Context: an optimization exercise on an open-source flow, tuned for small area. The choices shown serve that exercise and are no tape-out recipe.
Only simulation tests tie the RTL to the original design; equivalence was not proved.
No activity file was given, so power comes from the tool's default toggle rates.

==> flow/design.v <==
package pkt_meta_pkg;
    typedef struct packed {
        logic valid;
        logic sop;
        logic eop;
    } pkt_mark_t;
    typedef enum logic [3:0] {
        ACTION_NOMATCH = 4'd0,
        ACTION_MATCH   = 4'd1,
        ACTION_DROP    = 4'd2,
        ACTION_FORWARD = 4'd3
    } pdu_action_e;
    typedef struct packed {
        pdu_action_e action;
        logic [23:0] tag;
    } pdu_meta_t;
    typedef logic [4*16-1:0] fill_vec_t;
endpackage
package stats_reg_pkg;
    typedef enum logic [8-1:0] {
        REG_IN_PKT          = 8'd0,
        REG_OUT_PKT         = 8'd1,
        REG_DMA_PKT         = 8'd2,
        REG_CPU_NOMATCH_PKT = 8'd3,
        REG_CPU_MATCH_PKT   = 8'd4,
        REG_CTRL            = 8'd5,
        REG_MAX_DM2SM       = 8'd6,
        REG_MAX_SM2PG       = 8'd7,
        REG_MAX_PG2NF       = 8'd8,
        REG_MAX_NF2PDU      = 8'd9
    } stat_reg_e;
    typedef struct packed {
        logic [4-1:0]                          sel;
        logic [30-4-8-1:0] rsvd;
        logic [8-1:0]                          ofs;
    } status_addr_t;
    typedef struct packed {
        logic               read;
        logic               write;
        status_addr_t       addr;
        logic [32-1:0] writedata;
    } status_req_t;
    typedef struct packed {
        logic               valid;
        logic [32-1:0] readdata;
    } status_resp_t;
    typedef struct packed {
        logic [32-1:0] in_pkt;
        logic [32-1:0] out_pkt;
        logic [32-1:0] dma_pkt;
        logic [32-1:0] cpu_nomatch_pkt;
        logic [32-1:0] cpu_match_pkt;
    } evt_count_t;
    typedef logic [4*32-1:0] peak_vec_t;
    typedef struct packed {
        evt_count_t evt;
        peak_vec_t  peak;
    } stat_snapshot_t;
endpackage
`timescale 1ns/10ps
module stats_top (
    input  logic                 clk,
    input  logic                 rst_pkt,
    input  logic                 rst,
    input  logic [2:0]           in_mark_i,            
    input  logic [2:0]           out_mark_i,           
    input  logic                 out_ready_i,
    input  logic                 rb_update_valid_i,
    input  logic                 disable_pcie_i,
    output logic                 pcie_rb_update_valid_o,
    input  logic [27:0]          pdumeta_cpu_data_i,   
    input  logic                 pdumeta_cpu_valid_i,
    input  logic                 pdumeta_cpu_ready_i,
    input  logic [63:0]          fill_level_i,         
    input  logic [63:0]          status_req_i,         
    output logic [32:0]          status_resp_o,        
    output logic [32-1:0]   ctrl_o
);
    localparam int W  = 32;
    localparam int FW = 16;
    localparam int NC = 4;
    assign pcie_rb_update_valid_o = rb_update_valid_i & ~disable_pcie_i;
    logic         req_rd, req_wr, hit;
    logic [7:0]   ofs;
    logic [W-1:0] wd;
    assign req_rd = status_req_i[63];
    assign req_wr = status_req_i[62];
    assign hit    = (status_req_i[61:58] == 4'(0));
    assign ofs    = status_req_i[39:32];
    assign wd     = status_req_i[31:0];
    logic [4:0] ev;
    assign ev[0] = in_mark_i[2] & in_mark_i[0];
    assign ev[1] = out_mark_i[2] & out_mark_i[0] & out_ready_i;
    assign ev[2] = rb_update_valid_i;
    assign ev[3] = pdumeta_cpu_valid_i & pdumeta_cpu_ready_i & (pdumeta_cpu_data_i[27:24] == 4'd0);
    assign ev[4] = pdumeta_cpu_valid_i & pdumeta_cpu_ready_i & (pdumeta_cpu_data_i[27:24] == 4'd1);
    logic         rd1, wr1, is5_1;
    logic [2:0]   ofs1;
    logic [W-1:0] wdata1;
    logic [4:0]   ev1;
    logic         rp1;
    always_ff @(posedge clk) begin
        rd1    <= ~rst & req_rd & hit;
        wr1    <= ~rst & req_wr & hit;
        ofs1   <= (ofs < 8'd8) ? ofs[2:0] : 3'd7;
        wdata1 <= wd;
        ev1    <= ev;
        rp1    <= rst_pkt;
    end
    logic [W-1:0] ctrl_q;
    logic         ctrl_zero_q;
    logic [W-1:0] ctrl_q_nxt;
    logic         ctrl_zero_nxt;
    logic [2:0]   ld2;
    assign is5_1 = (ofs1 == 3'd5);
    assign ctrl_q_nxt    = wr1 ? wdata1 : ctrl_q;
    assign ctrl_zero_nxt = rst | (wr1 ? ~is5_1 : ctrl_zero_q);
    always_ff @(posedge clk) begin
        ctrl_q      <= ctrl_q_nxt;
        ctrl_zero_q <= ctrl_zero_nxt;
        ld2         <= wr1 ? ofs1 : 3'd7;
    end
    assign ctrl_o = ctrl_zero_q ? '0 : ctrl_q;
    logic [W-1:0] cnt [5];
    logic [W-1:0] load_word;
    assign load_word = rp1 ? '0 : ctrl_q;
    localparam int SEG = 16;
    logic [W:0]   cy  [5];
    logic [W-1:0] inc [5];
    always_comb begin
        for (int i = 0; i < 5; i++) begin
            cy[i][0] = ev1[i];
            for (int b = 0; b < W; b++) begin
                inc[i][b] = cnt[i][b] ^ cy[i][b];
                if ((b + 1) % SEG == 0) begin
                    cy[i][b+1] = cy[i][b+1-SEG] & (&cnt[i][b -: SEG]);
                end else begin
                    cy[i][b+1] = cnt[i][b] & cy[i][b];
                end
            end
        end
    end
    always_ff @(posedge clk) begin
        for (int i = 0; i < 5; i++) begin
            cnt[i] <= (rp1 | (ld2 == 3'(i))) ? load_word : inc[i];
        end
    end
    logic [FW-1:0] peak [NC];
    logic [FW-1:0] peak_d [NC];
    logic          peak_vld, peak_vld_d;
    assign peak_vld = ~rp1;
    logic [FW:0] gt [NC];
    always_comb begin
        for (int c = 0; c < NC; c++) begin
            gt[c][0] = 1'b0;
            for (int b = 0; b < FW; b++) begin
                gt[c][b+1] = (fill_level_i[c*FW+b] & ~peak[c][b])
                           | (gt[c][b] & (fill_level_i[c*FW+b] | ~peak[c][b]));
            end
        end
    end
    always_ff @(posedge clk) begin
        peak_vld_d <= peak_vld;
        for (int c = 0; c < NC; c++) begin
            if (~peak_vld || gt[c][FW]) begin
                peak[c] <= fill_level_i[c*FW +: FW];
            end
            peak_d[c] <= peak[c];
        end
    end
    logic [W-1:0] rd_word;
    logic [4:0]    sel_cnt;
    logic [NC-1:0] sel_peak;
    logic          sel_ctrl, sel_bad;
    always_comb begin
        for (int i = 0; i < 5; i++) sel_cnt[i] = (ofs == 8'(i));
        for (int c = 0; c < NC; c++) sel_peak[c] = peak_vld_d & (ofs == 8'(6 + c));
        sel_ctrl = ~ctrl_zero_nxt & (ofs == 8'd5);
        sel_bad  = (ofs > 8'd9);
        rd_word = sel_bad ? 32'hDEADBEEF : '0;
        if (sel_ctrl) rd_word = rd_word | ctrl_q_nxt;
        for (int i = 0; i < 5; i++) begin
            if (sel_cnt[i]) rd_word = rd_word | cnt[i];
        end
        for (int c = 0; c < NC; c++) begin
            if (sel_peak[c]) rd_word = rd_word | {{(W-FW){1'b0}}, peak_d[c]};
        end
    end
    logic [W-1:0] rword1;
    logic [W-1:0] resp_data_q;
    logic         resp_valid_q;
    always_ff @(posedge clk) begin
        rword1       <= rd_word;
        resp_data_q  <= rword1;
        resp_valid_q <= ~rst & rd1;
    end
    assign status_resp_o = {resp_valid_q, resp_data_q};
endmodule
==> flow/flow/run.sh <==
#!/bin/bash
# The standard layout (standard.sh) with three changes:
#  - synthesis maps the combinational logic with an area-oriented ABC script
#    (flow/synth.tcl, flow/area.abc); registers are mapped as in the standard
#    synthesis, before ABC runs;
#  - the port buffers are the smallest buffer, sky130_fd_sc_hd__buf_1;
#  - the clock tree uses clkbuf_8 leaf buffers on larger sink clusters and
#    no dummy loads.
# make's output goes to standard.log; each ORFS step logs under orfs/logs/.
set -euo pipefail
W=$PWD
export MY_ABC_SCRIPT=$W/flow/area.abc
bash standard.sh \
  "SYNTH_SCRIPT=$W/flow/synth.tcl" \
  "BUFFER_PORTS_ARGS=-buffer_cell sky130_fd_sc_hd__buf_1" \
  "CTS_ARGS=-sink_clustering_enable -repair_clock_nets -dont_use_dummy_load -buf_list sky130_fd_sc_hd__clkbuf_8 -root_buf sky130_fd_sc_hd__clkbuf_16 -sink_clustering_size 16 -sink_clustering_max_diameter 80" \
  finish > standard.log 2>&1
==> flow/flow/area.abc <==
&get -n
&st
&syn2
&dch
&nf -a
&put
==> flow/flow/synth.tcl <==
# The standard synthesis script, with one change: the final ABC mapping
# of the combinational logic runs the area-oriented script named in
# MY_ABC_SCRIPT instead of ORFS's speed script. Registers are mapped before
# ABC runs, so they keep the standard synthesis's names and cells.
proc synth {args} { yosys synth -nofsm -noshare {*}$args }
proc abc {args} {
  set i [lsearch -exact $args -script]
  if { $i >= 0 && [info exists ::env(MY_ABC_SCRIPT)] } {
    lset args [expr {$i + 1}] $::env(MY_ABC_SCRIPT)
  }
  yosys abc {*}$args
}
source $::env(SCRIPTS_DIR)/synth.tcl
# left out here: clear keep_hierarchy, flatten, clean up, hide names made inside functions, write 1_2_yosys.v
==> flow/standard.sh <==
#!/bin/bash
# synth_recipe.tcl (not shown) runs the flow's synth.tcl, then flattens the netlist and writes it again
# the make line also repeats each setting of config.mk as NAME=value (left out here)
make -C /OpenROAD-flow-scripts/flow DESIGN_CONFIG=/design/flow/config.mk WORK_HOME=/design/flow/orfs CLKGATE_MAP_FILE= SYNTH_SCRIPT=/design/flow/synth_recipe.tcl "${@:-finish}"
==> flow/config.mk <==
export PLATFORM = sky130hd
export DESIGN_NAME = stats_top
export DESIGN_NICKNAME = stats_top
export VERILOG_FILES = /design/flow/design.v
export SDC_FILE = /design/flow/constraint.sdc
export NUM_CORES = 4
export LEC_CHECK = 0
export CAP_MARGIN = 20
export CORE_MARGIN = 2
export CORE_UTILIZATION = 72
export GPL_TIMING_DRIVEN = 0
export SLEW_MARGIN = 20
==> flow/constraint.sdc <==
create_clock -name core_clock -period 5.0 [get_ports {clk}]
set_input_delay 1.0000 -clock core_clock [delete_from_list [all_inputs] [get_ports {clk}]]
set_output_delay 1.0000 -clock core_clock [all_outputs]
set_load 0.01 [all_outputs]
==> results of run 1 <==
## report_power, final
part / internal, uW / total, uW / switching (uW)
clock network: 612 / 1630 / 1020
registers: 3880 / 4110 / 224
logic: 237 / 552 / 315
## flip-flops by register name, summed over array words and instances (netlist names)
name	cells
rp1	1
cnt	160
peak_vld_d	1
wdata1	32
ctrl_zero_q	1
ofs1	3
ctrl_q	32
rd1	1
ev1	5
ld2	3
rword1	32
resp_data_q	32
peak_d	64
resp_valid_q	1
peak	64
wr1	1
## through the flow
step	hold slack (ns)	instances	setup TNS (ns)	power, uW
2_1_floorplan	0.3096	1401	0	4461
3_5_place_dp	0.3121	1898	0	4728
6_report	0.3244	1929	0	6287
5_1_grt	0.3266	1929	0	6520
3_3_place_gp	0.3100	1872	-40.34	4645
4_1_cts	0.3220	1929	0	6301
## layer usage
layer / wire length, um / GRT usage (%)
met1: 14390 / 38.04
met4: 1873 / 15.43
met2: 18770 / 56.12
met3: 2549 / 4.551
met5: 0 / 0
## cell usage in the layout, fill, tap and decap left out, drive strengths merged, types with 3 or more instances in the layout
cell,instances
a21oi,27
nand2b,18
a222oi,45
nor3,6
a21o,3
a2bb2oi,9
and3,14
and4,6
a221oi,20
clkinv,51
clkbuf,31
nand4,13
mux2,32
nor2,21
o22ai,10
nand2,200
o221ai,13
a22o,19
xnor2,10
o21ai,154
buf,218
a22oi,33
or3,3
ha,150
nor2b,54
dfxtp,369
nand3,35
o2bb2ai,5
nor4,6
edfxtp,64
## logic make-up (layout without fill, tap and decap cells)
kind of cell / Yosys count / after routing / share of synthesized area (%)
buffers and inverters: 52 / 300 / 1.248
muxes: 32 / 32 / 2.261
AOI/OAI and AO/OA: 343 / 343 / 14.46
and+or+nand+nor: 381 / 381 / 11.28
DFF: 433 / 433 / 58.42
xor gates and xnor gates: 10 / 10 / 0.5496
adders and majority gates: 150 / 150 / 11.78
## Yosys cell counts (19+ instances only)
cell	n
a21oi_1	27
a221oi_1	20
a222oi_1	45
a22o_1	19
a22oi_1	33
clkinv_1	51
dfxtp_1	369
edfxtp_1	64
ha_1	150
mux2_1	32
nand2_1	200
nand3_1	35
nor2_1	21
nor2b_1	54
o21ai_0	154
## final timing paths
path                         from                   end  slack [ns]  cells past startpoint
min reg2reg  peak[0][6]$_DFFE_PP_  peak_d[0][6]$_DFF_P_        0.32                      0
min          peak[0][6]$_DFFE_PP_  peak_d[0][6]$_DFF_P_        0.32                      0
max             cnt[3][9]$_DFF_P_    cnt[3][30]$_DFF_P_        0.65                     20
max reg2reg     cnt[3][9]$_DFF_P_    cnt[3][30]$_DFF_P_        0.65                     20
## cell type report
cell class | count | area [um2] | share of cell area, %
Sequential cell | 433 | 9311 | 51.77
Buffer | 1 | 7.507 | 0.04174
Timing Repair Buffer | 217 | 1136 | 6.317
Clock buffer | 31 | 460.4 | 2.560
Tap cell | 280 | 350.3 | 1.948
Inverter | 51 | 192.7 | 1.071
Multi-Input combinational cell | 916 | 6528 | 36.29
==> results.txt, run 1 <==
Routed Antenna Nets 0; Tmin final 4.345 ns; Required @ worst endpoint 5.40 ns; vias in the first global route 11,670; Worst Path Arrival 4.74 ns; critical path's most frequent cell ha_1; I/O pin total 236; post-synth cell types 38; asr flop ratio synth 0%; post-synthesis net count 1,721; antenna violations before repair 0; die area 23,340 um2; kind of critical path flop to flop; layout cells sized above 1 4.669%; Mapped Cells 1,401; GRT overflow 0; post-detail-place hpwl 28,330 um; CTS sink cnt 433; RSZ-0062 raised after global routing no; Via Count 11,830; WL/cell 19.48 um; sequential-to-total area share from yosys stat 58.42%; Post-synth EDFFs 64; Synth Flop Type dfxtp_1; gr usage total 31.71%; Final Hold Vio Count 0; # setup viols final 0; Longest Clk Path Bufs 3; total leakage power 0.007371 uW; max-slew violation count 0; # hold bufs at CTS 0; Reg clk slew, reported paths 0.10 ns; largest net degree at the start of global routing 41; post-synthesis cell area 15,940 um2; first-pass GRT wire length 59,060 um; gpl congestion 0.8752; final period utilization 86.91%; top cell type's share of synthesized area 46.36%; Initial Utilization 73.25%; Slew @ Worst Pin 1.071 ns; Root Driver clkbuf_16; Core Util, Final 82.67%; Setup crit end kind flop; post_cts resized 0; final-layout fill cell count 1,298; worst path cell trace and4_1, nand3_1, nor4_1, ha_1, ha_1, ha_1, ha_1, ha_1, ha_1, ha_1, ha_1, ha_1, ha_1, ha_1, ha_1, ha_1, ha_1, ha_1, nand2_1, o21ai_0; clk_skew 0.05687 ns; Post-DP Area 17,520 um2; clock latency on the worst-skew pair 0.53 ns; Worst Setup Start Kind flop; CP bufs+invs 0; Via-to-Cell Ratio 6.132; first drt pass iteration count 10; # DRC 0; power per standard cell area 349.6 nW/um2; PortBufs 191; Top delay family on crit path adder cells; path category of the worst min-delay check flop to flop; top post-synthesis cells by area dfxtp_1, edfxtp_1, ha_1, o21ai_0, nand2_1; biggest cell delay along the critical path 0.63 ns; status complete, no violations; core area 21,760 um2; Final Net Count 1,971; die width 152.8 um; setup bufs post-CTS 0; Max-Cap Viols 0; YS warnings 7; Area Overhead vs Synth 12.87%; Core Rows 54; CTS tree done; Avg Inst Size Synth 11.37 um2; diodes inserted 0; htree depth 1; Starting DRT DRC Count 1,141; Place WS 0.7795 ns; Final WS setup 0.6547 ns; Worst VDD drop 0.2858 mV; FF+latch count, synth 433; Worst slew margin 28.31%; die height 152.8 um; DRT Wirelength 37,580 um; cts bufs inserted 31; most area-hungry cell type in the Yosys netlist dfxtp_1; Fmax 0.2301 GHz; slowest CP cell nor4_1; Worst Path Max Fanout 3; Final Instance Area 17,990 um2
==> run 2: changes to the inputs <==
--- a/flow/config.mk
+++ b/flow/config.mk
@@ -10,3 +10,2 @@
 export CORE_UTILIZATION = 72
-export GPL_TIMING_DRIVEN = 0
 export SLEW_MARGIN = 20
==> run 2 against run 1 <==
Sequential share of layout area up 0.90 points. Via count down 1.5%. Count of clock-buffer cells in the layout unchanged. Non-clock buffer count down 9. Register-to-register slack better by 0.28 ns. Hold slack worse by 0.012 ns. Worst setup slack better by 0.28 ns. Core utilization down 1.4 points. Critical endpoint is now cnt[3][31]$_DFF_P_. Largest cell class unchanged. Largest power group unchanged.
==> results.txt, run 2 <==
most area-hungry cell type in the Yosys netlist dfxtp_1; setup TNS 0 ns; post-detail-place hpwl 25,790 um; first drt pass iteration count 8; sw power 1536 uW; Worst Path Arrival 4.49 ns; top post-synthesis cells by area dfxtp_1, edfxtp_1, ha_1, o21ai_0, nand2_1; Top delay family on crit path adder cells; I/O pin total 236; Max-Cap Viols 0; Inst Count DP 1,889; core area 21,760 um2; FF-to-FF path depth 20; FF+latch count, synth 433; biggest regs cnt (160), peak (64), peak_d (64); sequential-to-total area share from yosys stat 58.42%; clock latency on the worst-skew pair 0.53 ns; post_cts resized 0; hold_sp peak[0][3]$_DFFE_PP_; vias in the first global route 11,310; GRT overflow 0; Synth Flop Type dfxtp_1; gpl congestion 0.8736; post-synth cell types 38; internal power 4717 uW; htree depth 1; status complete, no violations; Starting DRT DRC Count 916; Initial Utilization 73.25%; Post-synth EDFFs 64; max reg flops 160; Final Net Count 1,962; largest net degree at the start of global routing 65; Mapped Cells 1,401; CTS sink cnt 433; most common cell in the netlist dfxtp_1; worst reg-to-reg setup slack 0.93 ns; # hold bufs at CTS 0; Slew @ Worst Pin 1.075 ns; layout cells sized above 1 3.720%; power share of the combinational group 8.5%; hold path depth 0; die area 23,340 um2; gr usage total 30.61%; Worst Path Max Fanout 3; max-slew violation count 0; Required @ worst endpoint 5.42 ns; die height 152.8 um; DRT Wirelength 36,280 um; power per standard cell area 353.8 nW/um2; WL/cell 18.89 um; hold endpoint peak_d[0][3]$_DFF_P_; largest reg by FF count cnt; Final Hold Vio Count 0; clk_skew 0.06748 ns; Root Driver clkbuf_16; Post-DP Area 17,210 um2; clock power share 25.9%; YS warnings 7; kind of critical path flop to flop; Tmin final 4.067 ns; slowest CP cell nor4_1; die width 152.8 um; # setup viols final 0; Via Count 11,650; biggest cell delay along the critical path 0.51 ns; Longest Clk Path Bufs 3; antenna violations before repair 0; Routed Antenna Nets 0; critical path's most frequent cell ha_1; Reg clk slew, reported paths 0.10 ns; diodes inserted 0; first-pass GRT wire length 57,320 um; RSZ-0062 raised after global routing no; final-layout fill cell count 1,376; RR Endpoint cnt[3][31]$_DFF_P_; Worst VDD drop 0.4130 mV; Reg power frac 65.6%; Reg-to-Reg Start cnt[3][9]$_DFF_P_; post-synthesis net count 1,721; most common cell after layout, fill and taps aside dfxtp_1; Final Instance Area 17,680 um2; Worst Setup Start Kind flop; PortBufs 191; Post-synth top cells dfxtp_1, nand2_1, o21ai_0; Setup crit end kind flop; cts bufs inserted 31; # DRC 0; CP bufs+invs 0; setup bufs post-CTS 0; path category of the worst min-delay check flop to flop; Avg Inst Size Synth 11.37 um2; total leakage power 0.007239 uW; Worst slew margin 28.35%; Fmax 0.2459 GHz; worst path cell trace and4_1, nand3_1, nor4_1, ha_1, ha_1, ha_1, ha_1, ha_1, ha_1, ha_1, ha_1, ha_1, ha_1, ha_1, ha_1, ha_1, ha_1, ha_1, xnor2_1, a21oi_1; Core Rows 54; asr flop ratio synth 0%; CTS tree done; post-synthesis cell area 15,940 um2; most frequent cells in the layout dfxtp_1, nand2_1, buf_1; switch share 24.56%; non-filler cells, final 1,920; Via-to-Cell Ratio 6.066; Area Overhead vs Synth 10.93%; top cell type's share of synthesized area 46.36%; final period utilization 81.35%
==> run 2: cell counts after synthesis <==
No cell type changed its count.
==> run 2: layer usage <==
metal	share of wire, %	GRT usage (%)	vias up
li1	-	-	5664
met2	50	54.09	424
met4	4.0	11.68	0
met5	0	0	-
met3	6.5	4.750	88
met1	40	37.93	5471
==> run 2: worst max-delay path by stage <==
stage	end	slack [ns]	cells past startpoint	startpoint
after CTS	cnt[3][31]$_DFF_P_	0.87	20	cnt[3][9]$_DFF_P_
final	cnt[3][31]$_DFF_P_	0.93	20	cnt[3][9]$_DFF_P_
after global placement	cnt[3][31]$_DFF_P_	0.97	20	cnt[3][9]$_DFF_P_
after global routing	cnt[3][31]$_DFF_P_	0.65	20	cnt[3][9]$_DFF_P_
after detailed placement	cnt[3][31]$_DFF_P_	0.91	20	cnt[3][9]$_DFF_P_
after floorplan	rword1[11]$_DFF_P_	0.83	6	status_req_i[37]
==> run 2: worst register-to-register path, stage by stage, from the launching register on <==
cell	delay [ns]
dfxtp_1	0.39
and4_1	0.22
nand3_1	0.11
nor4_1	0.51
ha_1	0.26
ha_1	0.16
ha_1	0.15
ha_1	0.16
ha_1	0.16
ha_1	0.16
ha_1	0.15
ha_1	0.15
ha_1	0.15
ha_1	0.16
ha_1	0.15
ha_1	0.18
ha_1	0.16
ha_1	0.17
ha_1	0.18
xnor2_1	0.12
a21oi_1	0.08
==> run 2: area by class of cell <==
cell class | count | area (um2) | share of cell area, %
flip-flops and latches | 433 | 9310 | 52.67
multi-input cells | 916 | 6513 | 36.84
repair buffers | 209 | 852.1 | 4.820
clock buffers | 31 | 460.4 | 2.605
well taps | 280 | 350.3 | 1.982
inverters | 51 | 191.4 | 1.083
==> run 2: kinds of logic (layout without fill, tap and decap cells) <==
kind of cell / Yosys count / count (layout) / share of synthesized area, %
multiplexers: 32 / 32 / 2.261
adder cells (fa/ha/maj): 150 / 150 / 11.78
AND/OR/NAND/NOR: 381 / 381 / 11.28
AO/OA/AOI/OAI: 343 / 343 / 14.46
buffers and inverters: 52 / 291 / 1.248
flip-flops: 433 / 433 / 58.42
XOR/XNOR: 10 / 10 / 0.5496
==> run 2: power groups by stage <==
| stage | Clock, uW | Sequential (uW) | Combinational (uW) |
|---|---|---|---|
| final | 1620 | 4100 | 531 |
| after global routing | 1750 | 4140 | 613 |
| after CTS | 1650 | 4100 | 530 |
| after detailed placement | 0 | 4180 | 527 |
| after global placement | 0 | 4160 | 494 |
| after floorplan | 0 | 4100 | 358 |
==> run 2: per-stage QoR <==
stage	power [uW]	hold slack, ns	util, %	setup WS (ns)
floorplan	4461	0.3096	-	0.8281
global placement	4651	0.3103	79.10	0.9729
detailed placement	4704	0.3121	79.10	0.9073
CTS	6276	0.3128	81.22	0.8700
global route	6506	0.3280	81.25	0.6457
finish	6254	0.3128	81.25	0.9327

-- what the ideal ports hide --
No port has a modelled driver above. Below, the same layouts with a new extraction and two added sets of constraints.
Step 1, drivers: a clkbuf_16 drives clk and a buf_2 each remaining input, both assumed.
Step 2 adds t to the input delays and takes it off the output delays; t is the mean of the earliest and latest rising clock arrival at the registers after step 1. Input paths then give back, and output paths get back, about the clock's delay inside the block.
Three values: ideal ports, drivers, drivers and shift; two values: the first two.
run | t (ns) | setup slack, ns | worst setup path after step 2 | clock arrival spread, ns | worst data-port slew with drivers (ns)
run 1 | 0.551 | 0.655 / 0.655 / 0.655 | register to register | 0.061 / 0.061 | 0.06
run 2 | 0.546 | 0.933 / 0.933 / 0.933 | register to register | 0.069 / 0.069 | 0.05
After both steps every run listed still meets setup and hold.
